Context: an optimization exercise on an open-source flow, tuned for small area, a short achievable clock period and few clock cycles per item. The choices shown serve that exercise and are no tape-out recipe.
Only simulation tests tie the RTL to the original design; equivalence was not proved.

==> v22 <==
==> flow/design.v <==
module riscv_muldiv_unit #(
    parameter int XLEN = 32
) (
    input  logic            clk,
    input  logic            rst,
    input  logic            start_i,
    input  logic [2:0]      op_i,
    input  logic [XLEN-1:0] a_i,
    input  logic [XLEN-1:0] b_i,
    input  logic            kill_i,
    output logic            freeze_pipe,
    output logic            busy_o,
    output logic            done_o,
    output logic [XLEN-1:0] result_o,
    output logic            div_zero_o
);
    localparam int K  = 8;                   
    localparam int NB = K / 2;               
    localparam int ND = (33 + K - 1) / K;    
    localparam int TW = $clog2(ND);
    localparam int BW = ND * K;
    typedef enum logic [2:0] {
        S_IDLE = 3'd0,
        S_MUL  = 3'd1,
        S_PREP = 3'd2,
        S_DIV  = 3'd3,
        S_DONE = 3'd4,
        S_FIX  = 3'd5
    } state_t;
    state_t state;
    logic [1:0]  op_q;       
    logic [32:0] xr;         
    logic [32:0] br;         
    logic [NB-1:0] bo_q;     
    logic [NB-1:0] bt_q;     
    logic [NB-1:0] bn_q;     
    logic [63:0] sr;         
    logic        rs_q;       
    logic [3:0]  cnt;        
    logic        sa_q;       
    logic        sb_q;       
    logic        dz_q;       
    logic        qz_q;       
    logic [31:0] res_q;      
    logic        neg_q;      
    logic accept;
    assign accept = (state == S_IDLE) & start_i & ~kill_i;
    logic is_div, div_sgn, mul_sga, mul_sgb;
    assign is_div  = op_i[2];
    assign div_sgn = op_i[2] & ~op_i[0];
    assign mul_sga = ~op_i[2] & (op_i[1:0] != 2'd3);
    assign mul_sgb = ~op_i[2] & ~op_i[1];
    function automatic logic [ND-1:0] fits(input logic [32:0] v);
        logic [32:0]   w;
        logic [ND-1:0] f;
        w = v[32] ? ~v : v;
        for (int i = 0; i < ND; i++) begin
            f[i] = ((w >> (K * i + K - 1)) == 33'd0);
        end
        fits = f;
    endfunction
    function automatic logic [K:0] group_sel(input logic [32:0] v, input logic [TW-1:0] t);
        logic [BW:0] e;
        e = {{(BW-32){v[32]}}, v, 1'b0};
        group_sel = e[t*K +: K+1];
    endfunction
    function automatic logic [TW-1:0] enc(input logic [ND-1:0] f);
        logic [TW-1:0] t;
        t = TW'(ND - 1);
        for (int i = ND - 2; i >= 0; i--) begin
            if (f[i]) t = TW'(i);
        end
        enc = t;
    endfunction
    logic [32:0]   a_ext, b_ext;
    logic [ND-1:0] fa, fb;
    logic          swap;
    logic [TW-1:0] tsel;
    assign a_ext = {mul_sga & a_i[31], a_i};
    assign b_ext = {mul_sgb & b_i[31], b_i};
    assign fa    = fits(a_ext);
    assign fb    = fits(b_ext);
    assign swap  = |(fa & ~fb);               
    assign tsel  = swap ? enc(fa) : enc(fb);
    logic [31:0] a_abs, b_abs;
    logic        a_neg, b_neg;
    assign a_neg = div_sgn & a_i[31];
    assign b_neg = div_sgn & b_i[31];
    assign a_abs = cneg(a_i, a_neg);
    assign b_abs = cneg(b_i, b_neg);
    function automatic logic [3*NB-1:0] booth_enc(input logic [K:0] g);
        logic [NB-1:0] o, t, n;
        for (int j = 0; j < NB; j++) begin
            n[j] = g[2*j+2];
            o[j] = g[2*j+1] ^ g[2*j];
            t[j] = (g[2*j+2] & ~g[2*j+1] & ~g[2*j]) | (~g[2*j+2] & g[2*j+1] & g[2*j]);
        end
        booth_enc = {n, t, o};
    endfunction
    logic [63:0] rows [0:NB-1];
    logic [K-1:0] bneg;
    always_comb begin : booth
        logic [33:0] r;
        bneg = '0;
        for (int j = 0; j < NB; j++) begin
            r   = ({34{bo_q[j]}} & {xr[32], xr}) | ({34{bt_q[j]}} & {xr, 1'b0});
            r   = r ^ {34{bn_q[j]}};
            bneg[2*j] = bn_q[j];
            rows[j] = {30'd0, ~r[33], r[32:0]} << (2 * j);
        end
    end
    localparam logic [63:0] BCONST = 64'd0 - ((64'd1 << 33) * (((64'd1 << (2 * NB)) - 64'd1) / 64'd3));
    function automatic logic [63:0] csa_s(input logic [63:0] a, input logic [63:0] b, input logic [63:0] c);
        csa_s = a ^ b ^ c;
    endfunction
    function automatic logic [63:0] csa_c(input logic [63:0] a, input logic [63:0] b, input logic [63:0] c);
        csa_c = {(a[62:0] & b[62:0]) | (a[62:0] & c[62:0]) | (b[62:0] & c[62:0]), 1'b0};
    endfunction
    function automatic logic [63:0] sk_add(input logic [63:0] a, input logic [63:0] b,
                                           input logic cin);
        logic [63:0] g, p, gg, pp;
        g  = a & b;
        p  = a ^ b;
        g[0] = g[0] | (p[0] & cin);
        gg = g;
        pp = p;
        for (int k = 0; k < 6; k++) begin
            for (int i = 0; i < 64; i++) begin
                if ((i >> k) & 1) begin
                    gg[i] = gg[i] | (pp[i] & gg[((i >> k) << k) - 1]);
                    pp[i] = pp[i] & pp[((i >> k) << k) - 1];
                end
            end
        end
        sk_add = p ^ {gg[62:0], cin};
    endfunction
    function automatic logic [31:0] cneg(input logic [31:0] x, input logic neg);
        logic [31:0] o;
        o = x;
        for (int k = 0; k < 5; k++) begin
            for (int i = 0; i < 32; i++) begin
                if ((i >> k) & 1) o[i] = o[i] | o[((i >> k) << k) - 1];
            end
        end
        cneg = x ^ ({o[30:0], 1'b0} & {32{neg}});
    endfunction
    logic [63:0] s_sh, s1a, c1a, s1b, c1b, s2, c2, s3, c3, pr_mul;
    assign s_sh   = {sr[63-K:0], bneg};
    assign s1a    = csa_s(rows[0], rows[1], rows[2]);
    assign c1a    = csa_c(rows[0], rows[1], rows[2]);
    assign s1b    = csa_s(rows[3], s_sh, BCONST);
    assign c1b    = csa_c(rows[3], s_sh, BCONST);
    assign s2     = csa_s(s1a, c1a, s1b);
    assign c2     = csa_c(s1a, c1a, s1b);
    assign s3     = csa_s(s2, c2, c1b);
    assign c3     = csa_c(s2, c2, c1b);
    assign pr_mul = sk_add(s3, c3, 1'b0);
    function automatic logic [5:0] lzc32(input logic [31:0] v);
        logic [5:0] n;
        n = 6'd32;
        for (int i = 0; i < 32; i++) begin
            if (v[i]) n = 6'(31 - i);
        end
        lzc32 = n;
    endfunction
    logic [5:0]  lza, lzb;
    logic [6:0]  sdiff;
    logic        b_zero, q_zero;
    logic [4:0]  sh;
    logic [32:0] d_al;
    assign lza    = lzc32(sr[63:32]);
    assign lzb    = lzc32(xr[31:0]);
    assign sdiff  = {1'b0, lzb} - {1'b0, lza};
    assign b_zero = dz_q;
    assign q_zero = qz_q;
    assign sh     = sdiff[4:0] | 5'd1;
    assign d_al   = {1'b0, xr[31:0]} << sh;
    logic        early;
    logic [31:0] early_res;
    assign early     = (state == S_PREP) & (b_zero | q_zero);
    assign early_res = op_q[1] ? sr[31:0] : {32{b_zero}};
    logic [34:0] rr, d1, d2, t1, t2;
    logic        ng1, ng2;
    logic [31:0] r_nx, q_nx, d_fin;
    logic        d_neg;
    assign rr  = {{3{rs_q}}, sr[63:32]};
    assign d1  = {2'b0, xr} ^ {35{~rs_q}};
    logic [35:0] u1, u2;
    assign u1  = {rr, 1'b1} + {d1, ~rs_q};
    assign t1  = u1[35:1];
    assign ng1 = t1[34];
    assign d2  = {3'b0, xr[32:1]} ^ {35{~ng1}};
    assign u2  = {t1, 1'b1} + {d2, ~ng1};
    assign t2  = u2[35:1];
    assign ng2 = t2[34];
    assign r_nx  = t2[31:0];
    assign q_nx  = {sr[29:0], ~ng1, ~ng2};
    assign d_neg = op_q[1] ? sa_q : (sa_q ^ sb_q);
    assign d_fin = op_q[1] ? r_nx : q_nx;
    assign busy_o      = (state != S_IDLE);
    logic fin;
    assign fin         = (state == S_DONE) | early;
    assign done_o      = fin & ~kill_i;
    assign div_zero_o  = fin & dz_q & ~kill_i;
    assign freeze_pipe = busy_o ? ~fin : (start_i & ~kill_i);
    assign result_o    = early ? early_res : cneg(res_q, neg_q);
    always_ff @(posedge clk or negedge rst) begin
        if (!rst) begin
            state <= S_IDLE;
            res_q <= '0;
            neg_q <= 1'b0;
        end else begin
            unique case (state)
                S_IDLE: begin
                    if (accept) state <= is_div ? S_PREP : S_MUL;
                end
                S_MUL: begin
                    if (kill_i) begin
                        state <= S_IDLE;
                    end else if (cnt[TW-1:0] == '0) begin
                        res_q <= (op_q == 2'd0) ? pr_mul[31:0] : pr_mul[63:32];
                        neg_q <= 1'b0;
                        state <= S_DONE;
                    end
                end
                S_PREP: begin
                    if (kill_i) begin
                        state <= S_IDLE;
                    end else if (early) begin
                        res_q <= early_res;
                        neg_q <= 1'b0;
                        state <= S_IDLE;
                    end else begin
                        state <= S_DIV;
                    end
                end
                S_DIV: begin
                    if (kill_i) begin
                        state <= S_IDLE;
                    end else if (cnt == 4'd0) begin
                        if (op_q[1] & ng2) begin
                            state <= S_FIX;
                        end else begin
                            res_q <= d_fin;
                            neg_q <= d_neg;
                            state <= S_DONE;
                        end
                    end
                end
                S_FIX: begin
                    if (kill_i) begin
                        state <= S_IDLE;
                    end else begin
                        res_q <= t1[31:0];
                        neg_q <= sa_q;
                        state <= S_DONE;
                    end
                end
                S_DONE: begin
                    state <= S_IDLE;
                end
                default: begin
                    state <= S_IDLE;
                end
            endcase
        end
    end
    always_ff @(posedge clk) begin
        unique case (state)
            S_IDLE: begin
                if (accept) begin
                    op_q <= op_i[1:0];
                    sa_q <= a_neg;
                    sb_q <= b_neg;
                    dz_q <= is_div & (b_i == 32'd0);
                    qz_q <= a_abs < b_abs;
                    if (is_div) begin
                        xr   <= {1'b0, b_abs};
                        sr   <= {a_abs, a_i};
                        rs_q <= 1'b0;
                    end else begin
                        xr     <= swap ? b_ext : a_ext;
                        br     <= swap ? a_ext : b_ext;
                        cnt    <= 4'(tsel);
                        {bn_q, bt_q, bo_q} <= booth_enc(group_sel(swap ? a_ext : b_ext, tsel));
                        sr     <= 64'd0;
                    end
                end
            end
            S_MUL: begin
                sr    <= pr_mul;
                cnt   <= cnt - 4'd1;
                {bn_q, bt_q, bo_q} <= booth_enc(group_sel(br, cnt[TW-1:0] - TW'(1)));
            end
            S_PREP: begin
                xr       <= d_al;
                cnt      <= sdiff[4:1];
                sr[31:0] <= 32'd0;
            end
            S_DIV: begin
                xr   <= (cnt != 4'd0) ? {2'b0, xr[32:2]} : {1'b0, xr[32:1]};
                cnt  <= cnt - 4'd1;
                sr   <= {r_nx, q_nx};
                rs_q <= ng2;
            end
            default: ;
        endcase
    end
endmodule
==> flow/run.sh <==
#!/bin/bash
# synth_recipe.tcl (not shown) runs the flow's synth.tcl, then flattens the netlist and writes it again
# the make line also repeats each setting of config.mk as NAME=value (left out here)
make -C /OpenROAD-flow-scripts/flow DESIGN_CONFIG=/design/flow/config.mk WORK_HOME=/design/flow/orfs CLKGATE_MAP_FILE= SYNTH_SCRIPT=/design/flow/synth_recipe.tcl finish
==> flow/config.mk <==
export PLATFORM = sky130hd
export DESIGN_NAME = riscv_muldiv_unit
export DESIGN_NICKNAME = riscv_muldiv_unit
export VERILOG_FILES = /design/flow/design.v
export SDC_FILE = /design/flow/constraint.sdc
export NUM_CORES = 4
export LEC_CHECK = 0
export ABC_AREA = 1
export CAP_MARGIN = 20
export CORE_MARGIN = 2
export CORE_UTILIZATION = 50
export SETUP_SLACK_MARGIN = 5
export SLEW_MARGIN = 20
==> flow/constraint.sdc <==
create_clock -name core_clock -period 11.0 [get_ports {clk}]
set_input_delay 2.2000 -clock core_clock [delete_from_list [all_inputs] [get_ports {clk}]]
set_output_delay 2.2000 -clock core_clock [all_outputs]
set_load 0.01 [all_outputs]
==> inputs of v1, as changes to v22 <==
--- a/flow/design.v
+++ b/flow/design.v
@@ -31,2 +31,3 @@
     logic [1:0]  op_q;       
+    logic        hi_q;       
     logic [32:0] xr;         
@@ -42,3 +43,2 @@
     logic        dz_q;       
-    logic        qz_q;       
     logic [31:0] res_q;      
@@ -173,4 +173,4 @@
     assign sdiff  = {1'b0, lzb} - {1'b0, lza};
-    assign b_zero = dz_q;
-    assign q_zero = qz_q;
+    assign b_zero = (xr[31:0] == 32'd0);
+    assign q_zero = sr[63:32] < xr[31:0];        
     assign sh     = sdiff[4:0] | 5'd1;
@@ -181,8 +181,10 @@
     assign early_res = op_q[1] ? sr[31:0] : {32{b_zero}};
+    logic        fix;
     logic [34:0] rr, d1, d2, t1, t2;
     logic        ng1, ng2;
-    logic [31:0] r_nx, q_nx, d_fin;
+    logic [31:0] r_nx, q_nx;
     logic        d_neg;
+    assign fix = (state == S_FIX);
     assign rr  = {{3{rs_q}}, sr[63:32]};
-    assign d1  = {2'b0, xr} ^ {35{~rs_q}};
+    assign d1  = {2'b0, xr & {33{~fix}}} ^ {35{~rs_q}};
     logic [35:0] u1, u2;
@@ -198,3 +200,2 @@
     assign d_neg = op_q[1] ? sa_q : (sa_q ^ sb_q);
-    assign d_fin = op_q[1] ? r_nx : q_nx;
     assign busy_o      = (state != S_IDLE);
@@ -205,3 +206,9 @@
     assign freeze_pipe = busy_o ? ~fin : (start_i & ~kill_i);
-    assign result_o    = early ? early_res : cneg(res_q, neg_q);
+    logic        dn;
+    logic [31:0] fin_val;
+    logic        fin_neg;
+    assign dn          = (state == S_DONE);
+    assign fin_val     = dn ? (hi_q ? sr[63:32] : sr[31:0]) : res_q;
+    assign fin_neg     = dn ? d_neg : neg_q;
+    assign result_o    = early ? early_res : cneg(fin_val, fin_neg);
     always_ff @(posedge clk or negedge rst) begin
@@ -220,4 +227,2 @@
                     end else if (cnt[TW-1:0] == '0) begin
-                        res_q <= (op_q == 2'd0) ? pr_mul[31:0] : pr_mul[63:32];
-                        neg_q <= 1'b0;
                         state <= S_DONE;
@@ -240,9 +245,3 @@
                     end else if (cnt == 4'd0) begin
-                        if (op_q[1] & ng2) begin
-                            state <= S_FIX;
-                        end else begin
-                            res_q <= d_fin;
-                            neg_q <= d_neg;
-                            state <= S_DONE;
-                        end
+                        state <= (op_q[1] & ng2) ? S_FIX : S_DONE;
                     end
@@ -253,4 +252,2 @@
                     end else begin
-                        res_q <= t1[31:0];
-                        neg_q <= sa_q;
                         state <= S_DONE;
@@ -259,2 +256,4 @@
                 S_DONE: begin
+                    res_q <= fin_val;
+                    neg_q <= fin_neg;
                     state <= S_IDLE;
@@ -272,2 +271,3 @@
                     op_q <= op_i[1:0];
+                    hi_q <= is_div ? op_i[1] : (op_i[1:0] != 2'd0);
                     sa_q <= a_neg;
@@ -275,3 +275,2 @@
                     dz_q <= is_div & (b_i == 32'd0);
-                    qz_q <= a_abs < b_abs;
                     if (is_div) begin
@@ -300,3 +299,3 @@
             S_DIV: begin
-                xr   <= (cnt != 4'd0) ? {2'b0, xr[32:2]} : {1'b0, xr[32:1]};
+                if (cnt != 4'd0) xr <= {2'b0, xr[32:2]};
                 cnt  <= cnt - 4'd1;
@@ -305,2 +304,5 @@
             end
+            S_FIX: begin
+                sr[63:32] <= r_nx;
+            end
             default: ;
==> comparison table <==
| metric | v22 | v1 |
|---|---|---|
| Share of flip-flops with an asynchronous set or reset | 19.05% | 19.15% |
| Footprint of the multi-input gates | 21470 sq um | 20560 sq um |
| Critical path's largest stage delay | 0.42 ns | 0.49 ns |
| Met2 GRT Util | 65.69% | 64.38% |
| Count of different cell masters after synthesis | 76 | 65 |
| Clock transition at path regs | 0.09 ns | 0.08 ns |
| Width of the die | 243.1 um | 239.9 um |
| CTS-repair resized insts | 132 | 191 |
| Y dimension of the die | 243.1 um | 239.9 um |
| Run status | complete, no violations | complete, no violations |
| Metal3 WL | 16.64 mm | 17.26 mm |
| Die area | 59090 sq um | 57540 sq um |
| Core Box Area | 56500 sq um | 55090 sq um |
| Final Cycle Share | 54.70% | 58.22% |
Testbench counts of v22, summed over its fixed seeds: cycles 14,527, ops 3,200.
Testbench counts of v1, summed over its fixed seeds: cycles 14,527, ops 3,200.

## static timing again, ports no longer ideal
The flow's constraints put no driver on any port. The routed layouts listed below were extracted and timed again, unchanged, in two steps.
Step 1 (the two cells are an assumption about what drives the block):
set clk [get_ports {clk}]
set_driving_cell -lib_cell sky130_fd_sc_hd__clkbuf_16 $clk
set_driving_cell -lib_cell sky130_fd_sc_hd__buf_2 [delete_from_list [all_inputs] $clk]
Step 2 also shifts input and output timing later by t, the mid clock arrival at the registers, as if the neighbouring blocks saw the same clock.
Three values: ideal ports, drivers, drivers and shift; two values: the first two.
run	t (ns)	setup WS [ns]	worst setup path at the end	latest minus earliest clock arrival (ns)
v22	0.586	4.983 / 4.918 / 4.564	input to register	0.018 / 0.018
v1	0.572	4.596 / 4.530 / 4.590	input to register	0.018 / 0.018
After both steps every run listed still meets setup and hold. The setup slack of v22, which loses most, moves by -0.065 ns with the drivers and by -0.419 ns with both steps.
